From an optimization exercise on the open Yosys and OpenROAD flow, aimed at small area; shortcuts taken in it are not production practice. The RTL of this run was laid out without a check of its function.

$ cat flow/design.v
package sprite_pkg;
    localparam int DEF_SLOTS     = 64;
    localparam int DEF_COL_W     = 12;
    localparam int DEF_ROW_W     = 11;
    localparam int DEF_SIZE_LOG2 = 6;
    localparam int DEF_ROW_LIMIT = 1080;
endpackage
module sprite_hit_match #(
    parameter int COL_W     = 12,
    parameter int ROW_W     = 11,
    parameter int SIZE_LOG2 = 6
) (
    input  logic                 live,
    input  logic [COL_W-1:0]     col,
    input  logic [ROW_W-1:0]     row,
    input  logic [COL_W-1:0]     display_col,
    input  logic [ROW_W-1:0]     display_row,
    output logic                 match
);
    logic [COL_W:0] dcol;
    logic [ROW_W:0] drow;
    assign dcol = {1'b0, display_col} - {1'b0, col};
    assign drow = {1'b0, display_row} - {1'b0, row};
    assign match = live
                && (dcol[COL_W:SIZE_LOG2] == '0)
                && (drow[ROW_W:SIZE_LOG2] == '0);
endmodule
module sprite_table #(
    parameter int SLOTS     = sprite_pkg::DEF_SLOTS,
    parameter int COL_W     = sprite_pkg::DEF_COL_W,
    parameter int ROW_W     = sprite_pkg::DEF_ROW_W,
    parameter int SIZE_LOG2 = sprite_pkg::DEF_SIZE_LOG2,
    parameter int ROW_LIMIT = sprite_pkg::DEF_ROW_LIMIT
) (
    input  logic                       clock,
    input  logic                       reset,
    input  logic                       calc,
    input  logic [COL_W-1:0]           display_col,
    input  logic [ROW_W-1:0]           display_row,
    input  logic                       spawn_valid,
    input  logic [COL_W-1:0]           spawn_col,
    input  logic [ROW_W-1:0]           spawn_row,
    output logic                       spawn_ready,
    input  logic [7:0]                 move_dy,
    output logic                       hit,
    output logic [$clog2(SLOTS)-1:0]   hit_slot,
    output logic [SIZE_LOG2-1:0]       hit_u,
    output logic [SIZE_LOG2-1:0]       hit_v,
    output logic [$clog2(SLOTS):0]     live_count,
    output logic                       busy
);
    localparam int N  = 64;      
    localparam int GS = 8;       
    localparam int NG = N / GS;
    localparam logic [ROW_W-1:0] LIMIT = ROW_W'(ROW_LIMIT);
    localparam logic [1:0] ST_IDLE = 2'd0;
    localparam logic [1:0] ST_WAIT = 2'd1;
    localparam logic [1:0] ST_LAP  = 2'd2;
    localparam logic [1:0] ST_EXIT = 2'd3;
    logic [N-1:0]             rl, rp;
    logic [N-1:0][COL_W-1:0]  rc;
    logic [N-1:0][ROW_W-1:0]  rr;
    logic [1:0] st;
    logic       calc_q;
    logic [5:0] k;           
    logic       byp;         
    logic       used;        
    logic       xdone;       
    logic       hmark;       
    logic       sok;         
    logic [6:0] nlive;       
    logic [6:0] acc;         
    logic [6:0] cnt;         
    logic [5:0] hpos;        
    logic [5:0] zcnt;        
    logic lap, ext, active, ins_x, start, last;
    assign lap    = (st == ST_LAP);
    assign ext    = (st == ST_EXIT);
    assign active = lap | ext;
    assign ins_x  = ext | (lap & ~xdone & (nlive == 7'd0));
    assign start  = (st == ST_IDLE) & calc & ~calc_q;
    logic             s_l;
    logic [COL_W-1:0] s_c;
    logic [ROW_W-1:0] s_r;
    logic [7:0]       dy;
    logic [ROW_W:0]   sum;
    logic             cull;
    logic             w_l, w_p;
    logic [ROW_W-1:0] w_r;
    assign s_l  = ins_x ? sok : rl[0];
    assign s_c  = ins_x ? spawn_col : rc[0];
    assign s_r  = ins_x ? spawn_row : rr[0];
    assign dy   = active ? move_dy : 8'd0;
    assign sum  = {1'b0, s_r} + {{(ROW_W - 7){dy[7]}}, dy};
    assign cull = sum[ROW_W] | (sum[ROW_W-1:0] >= LIMIT);
    assign w_l  = s_l & ~(active & cull);
    assign w_p  = active ? s_l : rp[0];
    assign w_r  = sum[ROW_W-1:0];
    logic nl_dec, drop_next, new_head, final_cyc;
    assign nl_dec    = lap & ~ins_x & rl[0];
    assign drop_next = lap & ~ins_x & ~rl[0] & (nlive != 7'd0) & ~used;
    assign new_head  = active & ~hmark & w_p;
    assign last      = lap & (k == 6'd63);
    assign final_cyc = ext | (last & ~(byp & ~ins_x));
    always_ff @(posedge clock) begin
        for (int i = 0; i < N - 2; i++) begin
            rl[i] <= rl[i+1] & reset;
            rp[i] <= rp[i+1];
            rc[i] <= rc[i+1];
            rr[i] <= rr[i+1];
        end
        if (byp) begin
            rl[N-2] <= w_l & reset;
            rp[N-2] <= w_p;
            rc[N-2] <= s_c;
            rr[N-2] <= w_r;
            rl[N-1] <= rl[0] & ext & reset;
            rp[N-1] <= rp[0] & ext;
            rc[N-1] <= rc[0];
            rr[N-1] <= rr[0];
        end else begin
            rl[N-2] <= rl[N-1] & reset;
            rp[N-2] <= rp[N-1];
            rc[N-2] <= rc[N-1];
            rr[N-2] <= rr[N-1];
            rl[N-1] <= w_l & reset;
            rp[N-1] <= w_p;
            rc[N-1] <= s_c;
            rr[N-1] <= w_r;
        end
    end
    always_ff @(posedge clock) begin
        if (!reset) begin
            st     <= ST_IDLE;
            calc_q <= 1'b0;
            k      <= '0;
            byp    <= 1'b0;
            used   <= 1'b0;
            xdone  <= 1'b0;
            hmark  <= 1'b0;
            sok    <= 1'b0;
            nlive  <= '0;
            acc    <= '0;
            cnt    <= '0;
            hpos   <= '0;
            zcnt   <= '0;
        end else begin
            calc_q <= calc;
            if (new_head) begin
                hpos <= byp ? 6'd62 : 6'd63;
            end else begin
                hpos <= hpos - 6'd1;
            end
            zcnt <= ((hpos == 6'd0) ? cnt[5:0] : zcnt) - {5'd0, rp[0]};
            if (start) begin
                st    <= (hpos == 6'd1) ? ST_LAP : ST_WAIT;
                k     <= '0;
                byp   <= 1'b0;
                used  <= 1'b0;
                xdone <= 1'b0;
                hmark <= 1'b0;
                acc   <= '0;
                sok   <= spawn_valid & ~nlive[6];
                cnt   <= nlive + {6'd0, spawn_valid & ~nlive[6]};
            end
            if ((st == ST_WAIT) && (hpos == 6'd1)) begin
                st <= ST_LAP;
            end
            if (active) begin
                k   <= k + 6'd1;
                acc <= acc + {6'd0, w_l};
                if (new_head) hmark <= 1'b1;
                if (ins_x) begin
                    xdone <= 1'b1;
                    byp   <= 1'b0;
                end
                if (nl_dec) nlive <= nlive - 7'd1;
                if (drop_next) begin
                    byp  <= 1'b1;
                    used <= 1'b1;
                end
                if (last) begin
                    zcnt <= '0;
                    st   <= (byp & ~ins_x) ? ST_EXIT : ST_IDLE;
                end
                if (ext) st <= ST_IDLE;
                if (final_cyc) nlive <= acc + {6'd0, w_l};
            end
        end
    end
    logic [N-1:0] match;
    generate
        for (genvar gi = 0; gi < N; gi++) begin : g_slot
            sprite_hit_match #(
                .COL_W     (COL_W),
                .ROW_W     (ROW_W),
                .SIZE_LOG2 (SIZE_LOG2)
            ) u_match (
                .live        (rl[gi]),
                .col         (rc[gi]),
                .row         (rr[gi]),
                .display_col (display_col),
                .display_row (display_row),
                .match       (match[gi])
            );
        end
    endgenerate
    logic [N-1:0] above;
    always_comb begin
        for (int i = 0; i < N; i++) above[i] = (6'(i) >= hpos);
    end
    logic [NG-1:0][GS-1:0][2:0] cb;
    logic [NG-1:0][5:0]         sg;
    always_comb begin
        logic [5:0] s;
        s = '0;
        for (int g = 0; g < NG; g++) begin
            logic [3:0] c;
            c = '0;
            for (int j = 0; j < GS; j++) begin
                cb[g][j] = c[2:0];
                c = c + {3'd0, rp[g*GS+j]};
            end
            sg[g] = s;
            s = s + {2'd0, c};
        end
    end
    logic [NG-1:0]              anyh, anya;
    logic [NG-1:0][2*SIZE_LOG2+2:0] gdat;
    always_comb begin
        for (int g = 0; g < NG; g++) begin
            logic [GS-1:0] mh, ma, sel;
            logic          fh, fa;
            mh = match[g*GS +: GS] & above[g*GS +: GS];
            ma = match[g*GS +: GS];
            anyh[g] = |mh;
            anya[g] = |ma;
            fh = 1'b0;
            fa = 1'b0;
            for (int j = 0; j < GS; j++) begin
                sel[j] = anyh[g] ? (mh[j] & ~fh) : (ma[j] & ~fa);
                fh = fh | mh[j];
                fa = fa | ma[j];
            end
            gdat[g] = '0;
            for (int j = 0; j < GS; j++) begin
                gdat[g] = gdat[g] | ({(2*SIZE_LOG2+3){sel[j]}}
                                     & {cb[g][j], rc[g*GS+j][SIZE_LOG2-1:0], rr[g*GS+j][SIZE_LOG2-1:0]});
            end
        end
    end
    logic                   any_hi, found;
    logic [NG-1:0]          gsel;
    logic [2*SIZE_LOG2+2:0] dat;
    logic [5:0]             sgsel;
    always_comb begin
        logic fh, fa;
        any_hi = |anyh;
        found  = |anya;
        fh = 1'b0;
        fa = 1'b0;
        for (int g = 0; g < NG; g++) begin
            gsel[g] = any_hi ? (anyh[g] & ~fh) : (anya[g] & ~fa);
            fh = fh | anyh[g];
            fa = fa | anya[g];
        end
        dat   = '0;
        sgsel = '0;
        for (int g = 0; g < NG; g++) begin
            dat   = dat | ({(2*SIZE_LOG2+3){gsel[g]}} & gdat[g]);
            sgsel = sgsel | ({6{gsel[g]}} & sg[g]);
        end
    end
    logic [5:0] off_hi, off_lo, slot;
    assign off_hi = 6'd0 - zcnt;
    assign off_lo = cnt[5:0] - zcnt;
    assign slot   = sgsel + {3'd0, dat[2*SIZE_LOG2+2:2*SIZE_LOG2]} + (any_hi ? off_hi : off_lo);
    logic                 hit_q;
    logic [5:0]           slot_q;
    logic [SIZE_LOG2-1:0] u_q, v_q;
    always_ff @(posedge clock) begin
        hit_q  <= found;
        slot_q <= slot;
        u_q    <= display_col[SIZE_LOG2-1:0] - dat[2*SIZE_LOG2-1:SIZE_LOG2];
        v_q    <= display_row[SIZE_LOG2-1:0] - dat[SIZE_LOG2-1:0];
    end
    assign spawn_ready = sok & ins_x;
    assign hit         = hit_q;
    assign hit_slot    = slot_q;
    assign hit_u       = u_q;
    assign hit_v       = v_q;
    assign live_count  = cnt;
    assign busy        = (st != ST_IDLE);
endmodule
$ cat flow/run.sh
#!/bin/bash
# synth_recipe.tcl (not shown) runs the flow's synth.tcl, then flattens the netlist and writes it again
# the make line also repeats each setting of config.mk as NAME=value (left out here)
make -C /OpenROAD-flow-scripts/flow DESIGN_CONFIG=/design/flow/config.mk WORK_HOME=/design/flow/orfs CLKGATE_MAP_FILE= SYNTH_SCRIPT=/design/flow/synth_recipe.tcl finish
$ cat flow/config.mk
export PLATFORM = sky130hd
export DESIGN_NAME = sprite_table
export DESIGN_NICKNAME = sprite_table
export VERILOG_FILES = /design/flow/design.v
export SDC_FILE = /design/flow/constraint.sdc
export NUM_CORES = 4
export LEC_CHECK = 0
export CAP_MARGIN = 20
export CORE_MARGIN = 2
export CORE_UTILIZATION = 45
export SETUP_SLACK_MARGIN = 0.3
export SLEW_MARGIN = 20
$ cat flow/constraint.sdc
create_clock -name core_clock -period 9.0 [get_ports {clock}]
set_input_delay 1.8000 -clock core_clock [delete_from_list [all_inputs] [get_ports {clock}]]
set_output_delay 1.8000 -clock core_clock [all_outputs]
set_load 0.01 [all_outputs]
==> notes.md <==
==> area by class of cell <==
cell class,instances,area [sq um]
diodes,6,15.0
clock buffers,249,5450
clock inverters,111,1500
fillers,22049,106000
inverters,1686,6330
multi-input cells,9169,68500
flip-flops and latches,1666,33400
well taps,3185,3990
repair buffers,1832,14700
==> repair_timing <==
| action | CTS | global route |
|---|---|---|
| endpoints found under the setup margin | 4 | 4 |
| buffers inserted | 1 | 7 |
| pin swaps | 3 | 15 |
| resized for setup | 39 | 61 |
==> layer usage <==
metal | vias to the layer above | track usage, % | part of all wire (%)
met5 | - | 0 | 0.018
met4 | 12 | 14.3 | 4.7
met3 | 879 | 4.88 | 6.8
met2 | 4067 | 57.6 | 44
met1 | 51513 | 47.6 | 44
li1 | 50372 | - | -
==> cell families after synthesis <==
family,Yosys count,share of synthesized area (%)
DFF,1666,30.8
AOI/OAI and AO/OA,3614,23.1
buffers and inverters,1910,6.69
xor gates and xnor gates,300,2.42
and+or+nand+nor,3510,17.1
adders and majority gates,1536,17.9
muxes,209,2.01
==> sequential cells by signal (all words and copies together) (netlist names) <==
register / cells
nlive: 7
u_q: 6
k: 6
rr: 704
byp: 1
hmark: 1
zcnt: 6
hit_q: 1
st: 2
calc_q: 1
cnt: 7
slot_q: 6
rc: 768
rp: 64
v_q: 6
rl: 64
used: 1
acc: 7
xdone: 1
hpos: 6
sok: 1
==> worst min path at each step <==
| stage | slack [ns] | depth (start not counted) | startpoint | to |
|---|---|---|---|---|
| after floorplan | 0.33 | 0 | rc[112]$_DFF_P_ | rc[100]$_DFF_P_ |
| after global placement | 0.33 | 0 | rr[192]$_DFF_P_ | rr[181]$_DFF_P_ |
| after detailed placement | 0.34 | 0 | rc[109]$_DFF_P_ | rc[97]$_DFF_P_ |
| after CTS | 0.31 | 0 | rc[442]$_DFF_P_ | rc[430]$_DFF_P_ |
| after global routing | 0.33 | 0 | rc[442]$_DFF_P_ | rc[430]$_DFF_P_ |
| final | 0.32 | 0 | rc[442]$_DFF_P_ | rc[430]$_DFF_P_ |
==> report_power, final <==
part / switching (mW) / internal (mW)
registers: 0.430 / 7.80
clock network: 3.55 / 5.13
logic: 2.98 / 2.20
total: 6.96 / 15.1
==> stage by stage <==
stage          cell area (sq um)  hold WS (ns)  util [%]  setup TNS, ns
5_1_grt                   134000         0.329      55.7              0
6_report                  134000         0.318      55.8              0
3_5_place_dp              126000         0.336      52.6          -3.57
2_1_floorplan             108000         0.331         -              0
3_3_place_gp              126000         0.331      52.6          -3.60
4_1_cts                   133000         0.315      55.6              0
==> synthesized netlist by cell type, types with 75 or more instances <==
master and number:
nor2b_1 203, nand3_1 338, o21ai_0 610, o211ai_1 129, nand2_1 841, or3_1 75, a22oi_1 77, a21oi_1 826
nor2_1 593, o21a_1 160, a222oi_1 93, nand4_1 181, dfxtp_1 1666, xor2_1 116, clkbuf_1 183, a2111oi_0 96
nor4_1 95, inv_1 1683, ha_1 1506, nor3b_1 84, and3_1 129, xnor2_1 184, a21o_1 211, and2_1 167
a211oi_1 175, a31oi_1 149, mux2i_1 141, nor3_1 225, nand2b_1 234
==> out/qor.yml <==
required_ns: 9.78
nets: 16144
wl_per_cell_um: 25.2
dp_hpwl_mm: 372
drtPass1Iterations: 9
syn_nets: 14339
path_class: "in -> reg"
slew_headroom_pct: 28.3
design.core.area_sq_um: 240000
critical-path-slowest-cell: "or4_1"
antenna_found_initial: 25
first_global_vias: 104033
seq_area_frac_synth_pct: 30.8
tightestPinTransition_ns: 1.05
powerDensity_nw_per_um2: 165
vdd_drop_max_uv: 157
skew_ns: 0.0556
wirelength_mm: 451
track_usage_pct: 35.6
drtIter0Drc: 10107
cts_buffers: 195
fin_crit_sh_pct: 96.3
vias_per_cell: 5.97
ant_nets: 0
worstReg2RegEnd: "slot_q[5]$_DFF_P_"
p_leak_nw: 63.4
vias: 106843
max_cap_viol_count: 0
drc: 0
ys_async_sr_fraction_pct: 0
cts_tree: "done"
synth_edf_count: 0
finalPower_mw: 22.1
die_w_um: 495
io_pins: 86
ys.flop_type: "dfxtp_1"
r2r-start: "rp[1]$_DFF_P_"
layout_commonest_cell: "buf_4"
ctsLongestPathBuffers: 3
rsz0062_at_grt: "yes"
start_util_pct: 45.2
r2r_setup_slack_ns: 0.57
cts.clk_slew.worst_paths_ns: 0.06
synth_cell_type_count: 118
worst_slack_ns: 0.336
dpl.cell_count: 17530
fmax_mhz: 115
drive_gt1_share_pct: 16.5
yosysTopAreaCellShare_pct: 30.8
cp.arrival_ns: 9.44
setup_viol: 0
cp_max_fo: 8
min_path_type: "reg -> reg"
post-route-min-period_ns: 8.66
critPathBufInv: 10
cts_root_buf: "clkbuf_16"
crit_end: "u_q[5]$_DFF_P_"
die-area_sq_um: 245000
end_kind: "flip-flop"
crit_family: "simple AND/OR/NAND/NOR gates"
syn-instance-count: 12745
crit_start: "display_col[4]"
hold_violations: 0
cts_sinks: 1666
ys_warn_count: 1
synth_area_leaders: "dfxtp_1, ha_1, inv_1"
layoutNonFillerInstCount: 17904
die_y_um: 495
crit_path_frequent_cell: "buf_4"
cts_htree_levels: 4
crit_cells: 32
syn_avg_cell_area_sq_um: 8.51
gp_congestion: 0.996
syn_area_sq_um: 108000
yosysTopAreaCell: "dfxtp_1"
numPortBuffers: 85
ys_ff_latch: 1666
grt-ovfl-total: 0
grt_start_max_net_pins: 68
rows: 180
pre_cts_slack_ns: -1.20
reg2reg_depth: 24
clk-insertion-delay-late_ns: 0.88
drv_slew: 0
holdBufCountCts: 0
status: "finished clean"
max_stage_delay_ns: 0.61
grt_pass1_wl_mm: 662
area_growth_pct: 23.4
worstSetupStartpointType: "primary input"
layout_common_cells: "buf_4, inv_1, dfxtp_1"

[separate check: timing with driven ports]
The results above use ideal ports. As a check the final layout listed here was re-extracted and re-timed, cells and wires unchanged.
Step 1 assumes that a clkbuf_16 drives the clock port and a buf_2 every other input.
Step 2 adds t to the input delays and takes it off the output delays; t is the mean of the earliest and latest rising clock arrival at the registers after step 1. Input paths then give back, and output paths get back, about the clock's delay inside the block.
a / b / c = ideal ports / drivers / drivers and shift; a / b = the first two.
t (ns): 0.949
setup slack, ns: 0.336 / 0.370 / -0.579
worst slew at a driven data input, ns: 0.10
cell pins on the clock port's net: 1
With both steps, setup timing fails in this run, where it was met with ideal ports. The setup slack of this run moves by +0.034 ns with the drivers and by -0.915 ns with both steps.
